What follows belongs to an exercise in optimizing a design on an open flow for small area and a short achievable clock period; a production flow would make more cautious choices.

run a:
==> flow/design.v <==
package alu_pkg;
  localparam int XLEN = 32;
  localparam int REG_COUNT = 32;
  typedef logic [XLEN-1:0] word_t;
  typedef logic [$clog2(REG_COUNT)-1:0] reg_addr_t;
  typedef logic [15:0] imm_t;
  typedef enum logic [2:0] {
    ALU_AND      = 3'b000,
    ALU_OR       = 3'b001,
    ALU_ADD      = 3'b010,
    ALU_SLTU_RAW = 3'b011,
    ALU_ANDN     = 3'b100,
    ALU_ORN      = 3'b101,
    ALU_SUB      = 3'b110,
    ALU_SLT      = 3'b111
  } alu_op_t;
endpackage
module reg_file (
  input  logic               clk,
  input  alu_pkg::reg_addr_t ra1,
  input  alu_pkg::reg_addr_t ra2,
  output alu_pkg::word_t     rd1,
  output alu_pkg::word_t     rd2,
  input  logic               wb_en,
  input  alu_pkg::reg_addr_t wb_addr,
  input  alu_pkg::word_t     wb_data
);
  alu_pkg::word_t regs [1:alu_pkg::REG_COUNT-1];
  for (genvar r = 1; r < alu_pkg::REG_COUNT; r++)
  begin : g_reg
    always_ff @(posedge clk)
    begin
      if (wb_en && (wb_addr == r))
      begin
        regs[r] <= wb_data;
      end
    end
  end
  always_comb
  begin
    rd1 = '0;
    rd2 = '0;
    for (int r = 1; r < alu_pkg::REG_COUNT; r++)
    begin
      rd1 = rd1 | (regs[r] & {alu_pkg::XLEN{ra1 == r}});
      rd2 = rd2 | (regs[r] & {alu_pkg::XLEN{ra2 == r}});
    end
  end
endmodule
module operand_fetch (
  input  logic               clk,
  input  logic               reset,
  input  logic               op_valid,
  input  logic               use_imm,
  input  logic               write_en,
  input  alu_pkg::alu_op_t   alu_op,
  input  alu_pkg::reg_addr_t wa,
  input  alu_pkg::imm_t      imm,
  input  alu_pkg::word_t     rd1,
  input  alu_pkg::word_t     rd2,
  output logic               ex_valid,
  output alu_pkg::word_t     ex_a,
  output alu_pkg::word_t     ex_b,
  output alu_pkg::alu_op_t   ex_alu_op,
  output alu_pkg::reg_addr_t ex_wa,
  output logic               ex_write_en
);
  alu_pkg::word_t imm_ext;
  alu_pkg::word_t b_sel;
  assign imm_ext = {{(alu_pkg::XLEN - 16){imm[15]}}, imm};
  assign b_sel = use_imm ? imm_ext : rd2;
  always_ff @(posedge clk or posedge reset)
  begin
    if (reset)
    begin
      ex_valid <= 1'b0;
    end
    else
    begin
      ex_valid <= op_valid;
    end
  end
  always_ff @(posedge clk)
  begin
    ex_a <= rd1;
    ex_b <= alu_op[2] ? ~b_sel : b_sel;
    ex_alu_op <= alu_op;
    ex_wa <= wa;
    ex_write_en <= write_en;
  end
endmodule
module alu_lane (
  input  alu_pkg::word_t   a,
  input  alu_pkg::word_t   b,         
  input  alu_pkg::alu_op_t alu_op,
  output alu_pkg::word_t   raw
);
  localparam int N = alu_pkg::XLEN + 1;
  alu_pkg::word_t sum;
  alu_pkg::word_t p;
  logic [N-1:0] gg [0:$clog2(N)];
  logic [N-1:0] pp [0:$clog2(N)];
  assign p = a ^ b;
  assign gg[0] = {a & b, alu_op[2]};
  assign pp[0] = {p, 1'b0};
  for (genvar l = 0; l < $clog2(N); l++)
  begin : g_level
    for (genvar i = 0; i < N; i++)
    begin : g_bit
      if (i >= (1 << l))
      begin : g_merge
        assign gg[l+1][i] = gg[l][i] | (pp[l][i] & gg[l][i - (1 << l)]);
        assign pp[l+1][i] = pp[l][i] & pp[l][i - (1 << l)];
      end
      else
      begin : g_pass
        assign gg[l+1][i] = gg[l][i];
        assign pp[l+1][i] = pp[l][i];
      end
    end
  end
  assign sum = p ^ gg[$clog2(N)][alu_pkg::XLEN-1:0];
  always_comb
  begin
    case (alu_op[1:0])
      2'b00: raw = a & b;
      2'b01: raw = a | b;
      2'b10: raw = sum;
      default: raw = {{(alu_pkg::XLEN - 1){1'b0}}, sum[alu_pkg::XLEN-1]};
    endcase
  end
endmodule
module lane_voter #(
  parameter int LANES = 5
) (
  input  logic                             clk,
  input  logic                             reset,
  input  logic                             ex_valid,
  input  logic [$clog2(LANES)-1:0]         fault_lane,
  input  alu_pkg::word_t                   fault_bits,
  input  alu_pkg::word_t                   raw,
  output alu_pkg::word_t                   result,
  output logic                             zero,
  output logic                             result_valid,
  output logic [LANES-1:0]                 lane_ok,
  output alu_pkg::word_t                   voted
);
  logic [LANES-1:0] fsel;
  logic [LANES-1:0] drop;
  logic e, n0, n1, n2, n3p, ge2, ge3, k1, k2;
  alu_pkg::word_t flip;
  alu_pkg::word_t keep;
  always_comb
  begin
    ge2 = 1'b0;
    ge3 = 1'b0;
    for (int i = 0; i < LANES; i++)
    begin
      fsel[i] = (fault_lane == i);
      for (int j = i + 1; j < LANES; j++)
      begin
        ge2 = ge2 | (lane_ok[i] & lane_ok[j]);
        for (int k = j + 1; k < LANES; k++)
        begin
          ge3 = ge3 | (lane_ok[i] & lane_ok[j] & lane_ok[k]);
        end
      end
    end
    n0 = ~|lane_ok;
    n1 = ~n0 & ~ge2;
    n2 = ge2 & ~ge3;
    n3p = ge3;
    e = |(fsel & lane_ok);
    k1 = e && n1;
    k2 = e && n2;
  end
  assign flip = fault_bits & {alu_pkg::XLEN{k1}};
  assign keep = ~(fault_bits & {alu_pkg::XLEN{k2}}) & {alu_pkg::XLEN{~n0}};
  assign voted = (raw & keep) ^ flip;
  always_comb
  begin
    drop = '0;
    if (e && n3p && (fault_bits != '0))
    begin
      drop = fsel;
    end
    if (k2)
    begin
      drop = ({LANES{|(fault_bits & ~raw)}} & fsel) | ({LANES{|(fault_bits & raw)}} & ~fsel);
    end
  end
  always_ff @(posedge clk or posedge reset)
  begin
    if (reset)
    begin
      result_valid <= 1'b0;
      lane_ok <= '1;
    end
    else
    begin
      result_valid <= ex_valid;
      if (ex_valid)
      begin
        lane_ok <= lane_ok & ~drop;
      end
    end
  end
  always_ff @(posedge clk)
  begin
    result <= voted;
    zero <= (voted == '0);
  end
endmodule
module redundant_alu_core #(
  parameter int LANES = 5
) (
  input  logic                       clk,
  input  logic                       reset,
  input  logic                       op_valid,
  input  alu_pkg::alu_op_t           alu_op,
  input  alu_pkg::reg_addr_t         ra1,
  input  alu_pkg::reg_addr_t         ra2,
  input  alu_pkg::reg_addr_t         wa,
  input  logic                       write_en,
  input  logic                       use_imm,
  input  alu_pkg::imm_t              imm,
  input  logic [$clog2(LANES)-1:0]   fault_lane,
  input  alu_pkg::word_t             fault_bits,
  output logic                       result_valid,
  output alu_pkg::word_t             result,
  output logic                       zero,
  output logic [LANES-1:0]           lane_ok
);
  alu_pkg::word_t rd1;
  alu_pkg::word_t rd2;
  alu_pkg::word_t raw;
  alu_pkg::word_t voted;
  logic ex_valid;
  alu_pkg::word_t ex_a;
  alu_pkg::word_t ex_b;
  alu_pkg::alu_op_t ex_alu_op;
  alu_pkg::reg_addr_t ex_wa;
  logic ex_write_en;
  reg_file u_reg_file (
    .clk     (clk),
    .ra1     (ra1),
    .ra2     (ra2),
    .rd1     (rd1),
    .rd2     (rd2),
    .wb_en   (ex_valid && ex_write_en),
    .wb_addr (ex_wa),
    .wb_data (voted)
  );
  operand_fetch u_operand_fetch (
    .clk         (clk),
    .reset       (reset),
    .op_valid    (op_valid),
    .use_imm     (use_imm),
    .write_en    (write_en),
    .alu_op      (alu_op),
    .wa          (wa),
    .imm         (imm),
    .rd1         (rd1),
    .rd2         (rd2),
    .ex_valid    (ex_valid),
    .ex_a        (ex_a),
    .ex_b        (ex_b),
    .ex_alu_op   (ex_alu_op),
    .ex_wa       (ex_wa),
    .ex_write_en (ex_write_en)
  );
  alu_lane u_alu (
    .a      (ex_a),
    .b      (ex_b),
    .alu_op (ex_alu_op),
    .raw    (raw)
  );
  lane_voter #(
    .LANES (LANES)
  ) u_lane_voter (
    .clk          (clk),
    .reset        (reset),
    .ex_valid     (ex_valid),
    .fault_lane   (fault_lane),
    .fault_bits   (fault_bits),
    .raw          (raw),
    .result       (result),
    .zero         (zero),
    .result_valid (result_valid),
    .lane_ok      (lane_ok),
    .voted        (voted)
  );
endmodule
Settings: LEC_CHECK=0, ABC_CLOCK_PERIOD_IN_PS=3000, CAP_MARGIN=20, CORE_MARGIN=2, CORE_UTILIZATION=40, SETUP_SLACK_MARGIN=4.5, SLEW_MARGIN=20, TNS_END_PERCENT=10; clock period 8.0 ns.
run.sh (not shown) runs the stock make flow with config.mk's settings and CLKGATE_MAP_FILE= SYNTH_SCRIPT=/design/flow/synth_recipe.tcl, a recipe that flattens the netlist after the stock synthesis.
Input-level comparison between run b and run a:
--- a/flow/design.v
+++ b/flow/design.v
@@ -95,31 +95,8 @@
   input  alu_pkg::alu_op_t alu_op,
   output alu_pkg::word_t   raw
 );
-  localparam int N = alu_pkg::XLEN + 1;
   alu_pkg::word_t sum;
-  alu_pkg::word_t p;
-  logic [N-1:0] gg [0:$clog2(N)];
-  logic [N-1:0] pp [0:$clog2(N)];
-  assign p = a ^ b;
-  assign gg[0] = {a & b, alu_op[2]};
-  assign pp[0] = {p, 1'b0};
-  for (genvar l = 0; l < $clog2(N); l++)
-  begin : g_level
-    for (genvar i = 0; i < N; i++)
-    begin : g_bit
-      if (i >= (1 << l))
-      begin : g_merge
-        assign gg[l+1][i] = gg[l][i] | (pp[l][i] & gg[l][i - (1 << l)]);
-        assign pp[l+1][i] = pp[l][i] & pp[l][i - (1 << l)];
-      end
-      else
-      begin : g_pass
-        assign gg[l+1][i] = gg[l][i];
-        assign pp[l+1][i] = pp[l][i];
-      end
-    end
-  end
-  assign sum = p ^ gg[$clog2(N)][alu_pkg::XLEN-1:0];
+  assign sum = a + b + alu_pkg::word_t'(alu_op[2]);
   always_comb
   begin
     case (alu_op[1:0])
@@ -147,36 +124,25 @@
 );
   logic [LANES-1:0] fsel;
   logic [LANES-1:0] drop;
-  logic e, n0, n1, n2, n3p, ge2, ge3, k1, k2;
-  alu_pkg::word_t flip;
-  alu_pkg::word_t keep;
-  always_comb
-  begin
-    ge2 = 1'b0;
-    ge3 = 1'b0;
+  logic e, n0, n1, n2, n3p, k1, k2;
+  int unsigned n;
+  always_comb
+  begin
+    n = 0;
     for (int i = 0; i < LANES; i++)
     begin
       fsel[i] = (fault_lane == i);
-      for (int j = i + 1; j < LANES; j++)
-      begin
-        ge2 = ge2 | (lane_ok[i] & lane_ok[j]);
-        for (int k = j + 1; k < LANES; k++)
-        begin
-          ge3 = ge3 | (lane_ok[i] & lane_ok[j] & lane_ok[k]);
-        end
-      end
-    end
-    n0 = ~|lane_ok;
-    n1 = ~n0 & ~ge2;
-    n2 = ge2 & ~ge3;
-    n3p = ge3;
+      n = n + lane_ok[i];
+    end
+    n0 = (n == 0);
+    n1 = (n == 1);
+    n2 = (n == 2);
+    n3p = (n >= 3);
     e = |(fsel & lane_ok);
     k1 = e && n1;
     k2 = e && n2;
   end
-  assign flip = fault_bits & {alu_pkg::XLEN{k1}};
-  assign keep = ~(fault_bits & {alu_pkg::XLEN{k2}}) & {alu_pkg::XLEN{~n0}};
-  assign voted = (raw & keep) ^ flip;
+  assign voted = n0 ? '0 : ((raw & ~(fault_bits & {alu_pkg::XLEN{k2}})) ^ (fault_bits & {alu_pkg::XLEN{k1}}));
   always_comb
   begin
     drop = '0;
Notes after the runs:
Run a → run b: die width increased by about 0.5% relative to the old numbers, sequential share of layout area fell by 0.56 points, wire length of the first global-routing pass rose by about 4%, final cycle utilization of the critical path higher, area growth from synthesis to layout held steady.
The via density per instance in run b sits 2.9% above the value recorded for run a.
Summary — number of buffers outside the clock class in the layout, run b relative to run a: higher, by about 1%.
Function was not checked in any run of this note: the RTL went through the layout flow alone.

==> static timing again, ports no longer ideal <==
Ports are ideal in the flow. The routed layouts listed here were re-timed in OpenROAD. Step 1: set_driving_cell puts a clkbuf_16 on clk and a buf_2 on each other input, an assumption about the parent block. Step 2 moves the port delays by t, midway between the first and last clock arrival at a register: inputs arrive t later, outputs are due t later. That takes back most of the time a late clock gives input paths. Three values: ideal ports, drivers, drivers and shift; two values: the first two.
run	t (ns)	setup WS [ns]	latest minus earliest clock arrival (ns)	worst register clock-pin slew, ns	worst slew at a driven data input, ns
run a	0.784	4.147 / 4.147 / 3.425	0.026 / 0.027	0.07 / 0.07	0.07
run b	0.808	3.731 / 3.731 / 3.070	0.059 / 0.059	0.08 / 0.08	0.06
After both steps every run listed still meets setup and hold. For run a, which loses most, drivers alone change the setup slack by 0.000 ns; drivers and shift together by -0.722 ns.
